This is an optimization exercise on Yosys and OpenROAD, whose aim is small area and few clock cycles, not a production implementation. Only simulation tests tie the RTL to the original design; equivalence was not proved. No driver is modelled on the clock port, so clocking that relies on it looks cheaper here than on a real chip. Power and IR drop assume default switching activity.

==> wip/sierra: inputs <==
==> flow/design.v <==
package spd_pkg;
    localparam int STORE_WORDS = 9;
    localparam int END_BIT = 7;
    localparam logic [1:0] ST_OK        = 2'd0;
    localparam logic [1:0] ST_CHECKSUM  = 2'd1;
    localparam logic [1:0] ST_HEADER    = 2'd2;
    localparam logic [1:0] ST_LENGTH    = 2'd3;
    localparam logic KIND_INERTIAL   = 1'b0;
    localparam logic KIND_QUATERNION = 1'b1;
    localparam logic [4:0] INERTIAL_RAW_BEFORE_END   = 5'd22;
    localparam logic [4:0] QUATERNION_RAW_BEFORE_END = 5'd11;
    localparam logic [3:0] INERTIAL_WORDS   = 4'd9;
    localparam logic [3:0] QUATERNION_WORDS = 4'd4;
    localparam logic [3:0] GYRO_WORDS       = 4'd3;
    localparam logic [3:0] FRAC_GYRO      = 4'd4;
    localparam logic [3:0] FRAC_ACCEL_MAG = 4'd11;
    localparam logic [3:0] FRAC_QUAT      = 4'd15;
    localparam logic CFG_INERTIAL_CODE   = 1'b0;
    localparam logic CFG_QUATERNION_CODE = 1'b1;
    typedef struct packed {
        logic [1:0] status;
        logic       kind;
    } t_job;
endpackage
module spd_ram (
    input  logic        i_clk,
    input  logic        i_we,
    input  logic [4:0]  i_raw,      
    input  logic [7:0]  i_wdata,
    input  logic        i_re,       
    input  logic [3:0]  i_rword,    
    output logic [15:0] o_rdata
);
    logic [7:0] r_hi [spd_pkg::STORE_WORDS];   
    logic [7:0] r_lo [spd_pkg::STORE_WORDS];   
    always_ff @(posedge i_clk) begin
        for (int k = 0; k < spd_pkg::STORE_WORDS; k++) begin
            if (i_we && i_raw == 5'((8 * (2 * k + 2) + 6) / 7 - 1)) begin
                r_hi[k] <= i_wdata;
            end
            if (i_we && i_raw == 5'((8 * (2 * k + 3) + 6) / 7 - 1)) begin
                r_lo[k] <= i_wdata;
            end
        end
    end
    logic [spd_pkg::STORE_WORDS-1:0] w_sel;
    always_comb begin
        for (int k = 0; k < spd_pkg::STORE_WORDS; k++) begin
            w_sel[k] = i_re && (i_rword == 4'(k));
        end
        o_rdata = 16'd0;
        for (int k = 0; k < spd_pkg::STORE_WORDS; k++) begin
            o_rdata = o_rdata | ({16{w_sel[k]}} & {r_hi[k], r_lo[k]});
        end
    end
endmodule
module spd_emit (
    input  logic                 i_clk,
    input  logic                 i_rst_n,
    input  logic                 i_job_valid,
    input  spd_pkg::t_job        i_job,
    output logic                 o_busy,
    output logic                 o_act_ok,
    output logic                 o_act_kind,
    output logic [3:0]           o_rword,
    input  logic [15:0]          i_rdata,
    output logic                 o_out_valid,
    input  logic                 i_out_ready,
    output logic [1:0]           o_status,
    output logic                 o_packet_kind,
    output logic [3:0]           o_word_index,
    output logic signed [15:0]   o_word_value,
    output logic [3:0]           o_fraction_bits,
    output logic                 o_last_flag
);
    logic          r_act_v;
    spd_pkg::t_job r_act;
    logic [3:0]    r_k;
    logic          w_ok, w_last, w_take;
    logic [3:0]    w_last_k;
    always_comb begin
        w_ok     = (r_act.status == spd_pkg::ST_OK);
        w_last_k = (r_act.kind == spd_pkg::KIND_QUATERNION) ? spd_pkg::QUATERNION_WORDS - 4'd1
                                                            : spd_pkg::INERTIAL_WORDS - 4'd1;
        w_last   = !w_ok || (r_k == w_last_k);
        w_take   = r_act_v && i_out_ready;
    end
    always_ff @(posedge i_clk) begin
        if (!i_rst_n) begin
            r_act_v <= 1'b0;
            r_k     <= 4'd0;
        end else if (r_act_v) begin
            if (w_take) begin
                r_act_v <= !w_last;
                r_k     <= w_last ? 4'd0 : r_k + 4'd1;
            end
        end else begin
            r_act_v <= i_job_valid;
        end
    end
    always_ff @(posedge i_clk) begin
        if (!r_act_v) begin
            r_act <= i_job;
        end
    end
    assign o_busy     = r_act_v;
    assign o_act_ok   = r_act_v && w_ok;
    assign o_act_kind = r_act.kind;
    assign o_rword    = r_k;
    always_comb begin
        o_out_valid   = r_act_v;
        o_status      = r_act.status;
        o_packet_kind = r_act.kind;
        o_word_index  = r_k;
        o_word_value  = signed'(i_rdata);
        o_last_flag   = w_last;
        if (!w_ok) begin
            o_fraction_bits = 4'd0;
        end else if (r_act.kind == spd_pkg::KIND_QUATERNION) begin
            o_fraction_bits = spd_pkg::FRAC_QUAT;
        end else if (r_k < spd_pkg::GYRO_WORDS) begin
            o_fraction_bits = spd_pkg::FRAC_GYRO;
        end else begin
            o_fraction_bits = spd_pkg::FRAC_ACCEL_MAG;
        end
    end
endmodule
module seven_bit_framed_sensor_packet_decoder (
    input  logic                i_clk,
    input  logic                i_rst_n,
    input  logic                i_cfg_we,
    input  logic [0:0]          i_cfg_addr,
    input  logic [7:0]          i_cfg_data,
    input  logic                i_in_valid,
    output logic                o_in_ready,
    input  logic [7:0]          i_rx_byte,
    output logic                o_out_valid,
    input  logic                i_out_ready,
    output logic [1:0]          o_status,
    output logic                o_packet_kind,
    output logic [3:0]          o_word_index,
    output logic signed [15:0]  o_word_value,
    output logic [3:0]          o_fraction_bits,
    output logic                o_last_flag
);
    logic [7:0] r_inert_code, r_quat_code;
    logic [6:0] r_acc;       
    logic [4:0] r_raw;       
    logic [7:0] r_sum;       
    logic       r_chk;       
    logic       r_hdr_i;     
    logic       r_hdr_q;     
    logic          w_accept, w_end, w_has_dec, w_first, w_busy, w_hold;
    logic          w_act_ok, w_act_kind;
    logic [2:0]    w_sh;
    logic [7:0]    w_dec, w_sum_old;
    logic          w_chk_dec, w_chk_n, w_any;
    logic          w_hdr_i_n, w_hdr_q_n;
    logic [4:0]    w_hold_lo, w_hold_hi;
    logic [3:0]    w_rword;
    logic [15:0]   w_rdata;
    spd_pkg::t_job w_job;
    always_ff @(posedge i_clk) begin
        if (!i_rst_n) begin
            r_inert_code <= 8'd9;
            r_quat_code  <= 8'd10;
        end else if (i_cfg_we) begin
            unique case (i_cfg_addr)
                spd_pkg::CFG_INERTIAL_CODE:   r_inert_code <= i_cfg_data;
                spd_pkg::CFG_QUATERNION_CODE: r_quat_code  <= i_cfg_data;
                default: ;
            endcase
        end
    end
    always_comb begin
        w_has_dec = (r_raw[2:0] != 3'd0);
        w_first   = (r_raw == 5'd1);
        w_sh      = ~r_raw[2:0];                  
        w_dec     = 8'({r_acc, i_rx_byte[6:0]} >> w_sh);
        w_sum_old = w_first ? 8'd0 : r_sum;
        w_chk_dec = (w_sum_old == w_dec);
        w_chk_n   = w_has_dec ? w_chk_dec : r_chk;
        w_any     = (r_raw != 5'd0);              
        w_hdr_i_n = w_first ? ({r_acc, i_rx_byte[6]} == r_inert_code) : r_hdr_i;
        w_hdr_q_n = w_first ? ({r_acc, i_rx_byte[6]} == r_quat_code)  : r_hdr_q;
    end
    always_comb begin
        w_hold_lo = {w_rword, 1'b0} + 5'd2 + 5'(w_rword >= 4'd3) + 5'(w_rword >= 4'd7);
        w_hold_hi = (w_act_kind == spd_pkg::KIND_QUATERNION) ? 5'd10 : 5'd21;
        w_hold    = w_act_ok && w_has_dec && (r_raw >= w_hold_lo) && (r_raw <= w_hold_hi);
    end
    assign o_in_ready = !(w_busy && i_rx_byte[spd_pkg::END_BIT]) && !w_hold;
    assign w_accept   = i_in_valid && o_in_ready;
    assign w_end      = w_accept && i_rx_byte[spd_pkg::END_BIT];
    always_comb begin
        w_job.kind = spd_pkg::KIND_INERTIAL;
        if (!w_any || !w_chk_n) begin
            w_job.status = spd_pkg::ST_CHECKSUM;
        end else if (w_hdr_i_n) begin
            w_job.status = (r_raw == spd_pkg::INERTIAL_RAW_BEFORE_END) ? spd_pkg::ST_OK : spd_pkg::ST_LENGTH;
        end else if (w_hdr_q_n) begin
            if (r_raw == spd_pkg::QUATERNION_RAW_BEFORE_END) begin
                w_job.status = spd_pkg::ST_OK;
                w_job.kind   = spd_pkg::KIND_QUATERNION;
            end else begin
                w_job.status = spd_pkg::ST_LENGTH;
            end
        end else begin
            w_job.status = spd_pkg::ST_HEADER;
        end
    end
    always_ff @(posedge i_clk) begin
        if (!i_rst_n) begin
            r_raw <= 5'd0;
        end else if (w_end) begin
            r_raw <= 5'd0;
        end else if (w_accept) begin
            r_raw[2:0] <= r_raw[2:0] + 3'd1;
            if (r_raw[2:0] == 3'd7 && r_raw[4:3] != 2'd3) begin
                r_raw[4:3] <= r_raw[4:3] + 2'd1;
            end
        end
    end
    always_ff @(posedge i_clk) begin
        if (w_accept) begin
            r_acc   <= i_rx_byte[6:0];
            r_chk   <= w_chk_n;
            r_hdr_i <= w_hdr_i_n;
            r_hdr_q <= w_hdr_q_n;
            if (w_has_dec) begin
                r_sum <= w_sum_old + w_dec;
            end
        end
    end
    spd_ram u_ram (
        .i_clk  (i_clk),
        .i_we   (w_accept),
        .i_raw  (r_raw),
        .i_wdata(w_dec),
        .i_re   (w_act_ok),
        .i_rword(w_rword),
        .o_rdata(w_rdata)
    );
    spd_emit u_emit (
        .i_clk          (i_clk),
        .i_rst_n        (i_rst_n),
        .i_job_valid    (w_end),
        .i_job          (w_job),
        .o_busy         (w_busy),
        .o_act_ok       (w_act_ok),
        .o_act_kind     (w_act_kind),
        .o_rword        (w_rword),
        .i_rdata        (w_rdata),
        .o_out_valid    (o_out_valid),
        .i_out_ready    (i_out_ready),
        .o_status       (o_status),
        .o_packet_kind  (o_packet_kind),
        .o_word_index   (o_word_index),
        .o_word_value   (o_word_value),
        .o_fraction_bits(o_fraction_bits),
        .o_last_flag    (o_last_flag)
    );
endmodule
==> flow/flow/run.sh <==
#!/bin/bash
# Layout flow: the standard flow (standard.sh, run whole) with
#  - synthesis mapping the logic through an ABC area script (abc_area.script)
#    and without ORFS's hard adder cells; the flip-flops are mapped before ABC
#    runs, so they are the same cells with the same names as in the standard flow's own
#    synthesis (area_synth.tcl is synth_recipe.tcl with that one change);
#  - port buffers of the smallest buffer cell;
#  - a clock tree of clkbuf_8 buffers without dummy loads.
# Each tool's log is under orfs/logs/; make's output is in area_standard.log.
set -euo pipefail
here=$PWD
export BUFFER_PORTS_ARGS="-buffer_cell sky130_fd_sc_hd__buf_1"
export CTS_ARGS="-sink_clustering_enable -repair_clock_nets -dont_use_dummy_load -buf_list sky130_fd_sc_hd__clkbuf_8 -sink_clustering_size 25 -sink_clustering_max_diameter 80"
export RECOVER_POWER=100
export POST_CTS_TCL="$here/flow/post_cts.tcl"
sed -e "s#SYNTH_SCRIPT=[^ ]*#SYNTH_SCRIPT=$here/flow/area_synth.tcl ADDER_MAP_FILE=#" standard.sh > area_standard.sh
bash area_standard.sh > area_standard.log 2>&1
==> flow/flow/abc_area.script <==
strash
dc2
strash
&get -n
&fraig -x
&put
strash
dch -f
amap
strash
dch -f
amap
topo
dnsize -c
==> flow/flow/area_synth.tcl <==
# The standard flow's synthesis script (synth_recipe.tcl), with ABC run on a stronger area script;
# flip-flops are mapped before ABC runs, so they are the same as the standard flow's.
proc synth {args} { yosys synth -nofsm -noshare {*}$args }
set ::area_abc_script [file join [file dirname [file normalize [info script]]] abc_area.script]

proc abc {args} {
  set i [lsearch -exact $args -script]
  if { $i >= 0 } {
    lset args [expr {$i + 1}] $::area_abc_script
  }
  set i [lsearch -exact $args -D]
  if { $i >= 0 } {
    set args [lreplace $args $i [expr {$i + 1}]]
  }
  yosys abc {*}$args
}
source $::env(SCRIPTS_DIR)/synth.tcl
# left out here: clear keep_hierarchy, flatten, clean up, hide names made inside functions, write 1_2_yosys.v
==> flow/flow/post_cts.tcl <==
# Downsize cells off the critical paths (area follows power here).
estimate_parasitics -placement
repair_timing -recover_power 100 -verbose
detailed_placement
check_placement -verbose
==> flow/standard.sh <==
#!/bin/bash
# synth_recipe.tcl (not shown) runs the flow's synth.tcl, then flattens the netlist and writes it again
# the make line also repeats each setting of config.mk as NAME=value (left out here)
make -C /OpenROAD-flow-scripts/flow DESIGN_CONFIG=/design/flow/config.mk WORK_HOME=/design/flow/orfs CLKGATE_MAP_FILE= SYNTH_SCRIPT=/design/flow/synth_recipe.tcl "${@:-finish}"
==> flow/config.mk <==
export PLATFORM = sky130hd
export DESIGN_NAME = seven_bit_framed_sensor_packet_decoder
export DESIGN_NICKNAME = seven_bit_framed_sensor_packet_decoder
export VERILOG_FILES = /design/flow/design.v
export SDC_FILE = /design/flow/constraint.sdc
export NUM_CORES = 4
export LEC_CHECK = 0
export CAP_MARGIN = 20
export CORE_MARGIN = 2
export CORE_UTILIZATION = 65
export SLEW_MARGIN = 20
==> flow/constraint.sdc <==
create_clock -name core_clock -period 5.0 [get_ports {i_clk}]
set_input_delay 1.0000 -clock core_clock [delete_from_list [all_inputs] [get_ports {i_clk}]]
set_output_delay 1.0000 -clock core_clock [all_outputs]
set_load 0.01 [all_outputs]
==> inputs of wip/amber, as changes to wip/sierra <==
--- a/flow/design.v
+++ b/flow/design.v
@@ -1,5 +1,6 @@
 package spd_pkg;
     localparam int STORE_WORDS = 9;
+    localparam int STORE_BYTES = 2 * STORE_WORDS;
     localparam int END_BIT = 7;
     localparam logic [1:0] ST_OK        = 2'd0;
     localparam logic [1:0] ST_CHECKSUM  = 2'd1;
@@ -7,8 +8,8 @@
     localparam logic [1:0] ST_LENGTH    = 2'd3;
     localparam logic KIND_INERTIAL   = 1'b0;
     localparam logic KIND_QUATERNION = 1'b1;
-    localparam logic [4:0] INERTIAL_RAW_BEFORE_END   = 5'd22;
-    localparam logic [4:0] QUATERNION_RAW_BEFORE_END = 5'd11;
+    localparam logic [4:0] INERTIAL_LEN   = 5'd20;
+    localparam logic [4:0] QUATERNION_LEN = 5'd10;
     localparam logic [3:0] INERTIAL_WORDS   = 4'd9;
     localparam logic [3:0] QUATERNION_WORDS = 4'd4;
     localparam logic [3:0] GYRO_WORDS       = 4'd3;
@@ -25,7 +26,7 @@
 module spd_ram (
     input  logic        i_clk,
     input  logic        i_we,
-    input  logic [4:0]  i_raw,      
+    input  logic [4:0]  i_waddr,    
     input  logic [7:0]  i_wdata,
     input  logic        i_re,       
     input  logic [3:0]  i_rword,    
@@ -35,10 +36,10 @@
     logic [7:0] r_lo [spd_pkg::STORE_WORDS];   
     always_ff @(posedge i_clk) begin
         for (int k = 0; k < spd_pkg::STORE_WORDS; k++) begin
-            if (i_we && i_raw == 5'((8 * (2 * k + 2) + 6) / 7 - 1)) begin
+            if (i_we && i_waddr == 5'(1 + 2 * k)) begin
                 r_hi[k] <= i_wdata;
             end
-            if (i_we && i_raw == 5'((8 * (2 * k + 3) + 6) / 7 - 1)) begin
+            if (i_we && i_waddr == 5'(2 + 2 * k)) begin
                 r_lo[k] <= i_wdata;
             end
         end
@@ -59,7 +60,7 @@
     input  logic                 i_rst_n,
     input  logic                 i_job_valid,
     input  spd_pkg::t_job        i_job,
-    output logic                 o_busy,
+    output logic                 o_pend_full,
     output logic                 o_act_ok,
     output logic                 o_act_kind,
     output logic [3:0]           o_rword,
@@ -75,8 +76,10 @@
 );
     logic          r_act_v;
     spd_pkg::t_job r_act;
+    logic          r_pend_v;
+    spd_pkg::t_job r_pend;
     logic [3:0]    r_k;
-    logic          w_ok, w_last, w_take;
+    logic          w_ok, w_last, w_take, w_free;
     logic [3:0]    w_last_k;
     always_comb begin
         w_ok     = (r_act.status == spd_pkg::ST_OK);
@@ -84,29 +87,48 @@
                                                             : spd_pkg::INERTIAL_WORDS - 4'd1;
         w_last   = !w_ok || (r_k == w_last_k);
         w_take   = r_act_v && i_out_ready;
+        w_free   = !r_act_v || (i_out_ready && w_last);
     end
     always_ff @(posedge i_clk) begin
         if (!i_rst_n) begin
-            r_act_v <= 1'b0;
-            r_k     <= 4'd0;
-        end else if (r_act_v) begin
-            if (w_take) begin
-                r_act_v <= !w_last;
-                r_k     <= w_last ? 4'd0 : r_k + 4'd1;
-            end
+            r_act_v  <= 1'b0;
+            r_pend_v <= 1'b0;
+            r_k      <= 4'd0;
         end else begin
-            r_act_v <= i_job_valid;
-        end
-    end
-    always_ff @(posedge i_clk) begin
-        if (!r_act_v) begin
-            r_act <= i_job;
-        end
-    end
-    assign o_busy     = r_act_v;
-    assign o_act_ok   = r_act_v && w_ok;
-    assign o_act_kind = r_act.kind;
-    assign o_rword    = r_k;
+            if (w_free) begin
+                r_k <= 4'd0;
+                if (r_pend_v) begin
+                    r_act_v  <= 1'b1;
+                    r_pend_v <= i_job_valid;
+                end else begin
+                    r_act_v  <= i_job_valid;
+                end
+            end else begin
+                if (w_take) begin
+                    r_k <= r_k + 4'd1;
+                end
+                if (i_job_valid) begin
+                    r_pend_v <= 1'b1;
+                end
+            end
+        end
+    end
+    always_ff @(posedge i_clk) begin
+        if (w_free) begin
+            if (r_pend_v) begin
+                r_act  <= r_pend;
+                r_pend <= i_job;
+            end else begin
+                r_act  <= i_job;
+            end
+        end else if (i_job_valid) begin
+            r_pend <= i_job;
+        end
+    end
+    assign o_pend_full = r_pend_v;
+    assign o_act_ok    = r_act_v && w_ok;
+    assign o_act_kind  = r_act.kind;
+    assign o_rword     = r_k;
     always_comb begin
         o_out_valid   = r_act_v;
         o_status      = r_act.status;
@@ -150,13 +172,14 @@
     logic       r_chk;       
     logic       r_hdr_i;     
     logic       r_hdr_q;     
-    logic          w_accept, w_end, w_has_dec, w_first, w_busy, w_hold;
+    logic          w_accept, w_end, w_has_dec, w_first, w_pend_full, w_hold;
     logic          w_act_ok, w_act_kind;
     logic [2:0]    w_sh;
     logic [7:0]    w_dec, w_sum_old;
     logic          w_chk_dec, w_chk_n, w_any;
     logic          w_hdr_i_n, w_hdr_q_n;
-    logic [4:0]    w_hold_lo, w_hold_hi;
+    logic [4:0]    w_wslot;
+    logic          w_wstore;
     logic [3:0]    w_rword;
     logic [15:0]   w_rdata;
     spd_pkg::t_job w_job;
@@ -185,11 +208,15 @@
         w_hdr_q_n = w_first ? ({r_acc, i_rx_byte[6]} == r_quat_code)  : r_hdr_q;
     end
     always_comb begin
-        w_hold_lo = {w_rword, 1'b0} + 5'd2 + 5'(w_rword >= 4'd3) + 5'(w_rword >= 4'd7);
-        w_hold_hi = (w_act_kind == spd_pkg::KIND_QUATERNION) ? 5'd10 : 5'd21;
-        w_hold    = w_act_ok && w_has_dec && (r_raw >= w_hold_lo) && (r_raw <= w_hold_hi);
-    end
-    assign o_in_ready = !(w_busy && i_rx_byte[spd_pkg::END_BIT]) && !w_hold;
+        w_wslot  = r_raw - 5'd1 - {3'd0, r_raw[4:3]};
+        w_wstore = w_has_dec && (w_wslot != 5'd0) && (w_wslot <= 5'(spd_pkg::STORE_BYTES));
+    end
+    always_comb begin
+        w_hold = w_act_ok && w_has_dec && (w_wslot > {w_rword, 1'b0})
+              && (w_wslot <= ((w_act_kind == spd_pkg::KIND_QUATERNION) ? 5'(2 * spd_pkg::QUATERNION_WORDS)
+                                                                       : 5'(2 * spd_pkg::INERTIAL_WORDS)));
+    end
+    assign o_in_ready = !w_pend_full && !w_hold;
     assign w_accept   = i_in_valid && o_in_ready;
     assign w_end      = w_accept && i_rx_byte[spd_pkg::END_BIT];
     always_comb begin
@@ -197,9 +224,9 @@
         if (!w_any || !w_chk_n) begin
             w_job.status = spd_pkg::ST_CHECKSUM;
         end else if (w_hdr_i_n) begin
-            w_job.status = (r_raw == spd_pkg::INERTIAL_RAW_BEFORE_END) ? spd_pkg::ST_OK : spd_pkg::ST_LENGTH;
+            w_job.status = (r_raw == 5'd22) ? spd_pkg::ST_OK : spd_pkg::ST_LENGTH;
         end else if (w_hdr_q_n) begin
-            if (r_raw == spd_pkg::QUATERNION_RAW_BEFORE_END) begin
+            if (r_raw == 5'd11) begin
                 w_job.status = spd_pkg::ST_OK;
                 w_job.kind   = spd_pkg::KIND_QUATERNION;
             end else begin
@@ -234,8 +261,8 @@
     end
     spd_ram u_ram (
         .i_clk  (i_clk),
-        .i_we   (w_accept),
-        .i_raw  (r_raw),
+        .i_we   (w_accept && w_wstore),
+        .i_waddr(w_wslot),
         .i_wdata(w_dec),
         .i_re   (w_act_ok),
         .i_rword(w_rword),
@@ -246,7 +273,7 @@
         .i_rst_n        (i_rst_n),
         .i_job_valid    (w_end),
         .i_job          (w_job),
-        .o_busy         (w_busy),
+        .o_pend_full    (w_pend_full),
         .o_act_ok       (w_act_ok),
         .o_act_kind     (w_act_kind),
         .o_rword        (w_rword),
==> flow/flow/run.sh (replaced) <==
#!/bin/bash
# Layout flow: the standard flow (standard.sh) with
#  - synthesis mapping the logic through a stronger ABC area script, without
#    ORFS's hard adder cells (flip-flops are mapped before ABC, as in the standard flow's);
#  - port buffers of the smallest buffer cell;
#  - a clock tree of clkbuf_8 leaves without dummy loads.
set -euo pipefail
here=$PWD
export BUFFER_PORTS_ARGS="-buffer_cell sky130_fd_sc_hd__buf_1"
export CTS_ARGS="-sink_clustering_enable -repair_clock_nets -dont_use_dummy_load -buf_list sky130_fd_sc_hd__clkbuf_8 -sink_clustering_size 25 -sink_clustering_max_diameter 80"
sed -e "s#SYNTH_SCRIPT=[^ ]*#SYNTH_SCRIPT=$here/flow/area_synth.tcl ADDER_MAP_FILE=#" standard.sh > area_standard.sh
bash area_standard.sh > area_standard.log 2>&1
==> flow/flow/abc_area.script (replaced) <==
strash
&get -n
&fraig -x
&put
dc2
strash
&get -n
&dch -f
&nf -R 1000
&put
buffer -c
topo
stime -c
dnsize -c
Settings changed: CAP_MARGIN 20 to 10, CORE_UTILIZATION 65 to 75, SLEW_MARGIN 20 to 10.
removed: flow/flow/post_cts.tcl
==> summary.txt <==
Between wip/amber and wip/sierra, the lower final cell count is in wip/sierra (gap about 2%, measured against wip/sierra). In wip/sierra the combinational power is smaller than in wip/amber, by about 4%. Between wip/amber and wip/sierra, the lower design area is in wip/sierra (gap 4.7%, measured against wip/sierra). Of wip/amber and wip/sierra, wip/sierra has the higher sequential share of layout area (gap 1.7 points).
Testbench counts of wip/sierra, summed over its fixed seeds: cycles 7,298.
Testbench counts of wip/amber, summed over its fixed seeds: cycles 7,295.

[afterwards: timing with drivers on the ports]
The flow's constraints put no driver on any port. The routed layouts listed below were extracted and timed again, unchanged, in two steps. Step 1: set_driving_cell puts a clkbuf_16 on i_clk and a buf_2 on each other input, an assumption about the parent block. Step 2 moves the port delays by t, midway between the first and last clock arrival at a register: inputs arrive t later, outputs are due t later. That takes back most of the time a late clock gives input paths. Three values: ideal, step 1, step 2; two values: the first two.
run	t (ns)	setup slack, ns	hold slack, ns	worst setup path at the end	clock arrival spread, ns
wip/sierra	0.484	0.492 / 0.492 / 0.461	0.526 / 0.526 / 0.526	input to register	0.019 / 0.019
wip/amber	0.476	0.190 / 0.190 / 0.190	0.504 / 0.504 / 0.504	register to register	0.019 / 0.018
After both steps setup and hold are still met in every run listed. The setup slack of wip/sierra, which loses most, moves by 0.000 ns with the drivers and by -0.031 ns with both steps.
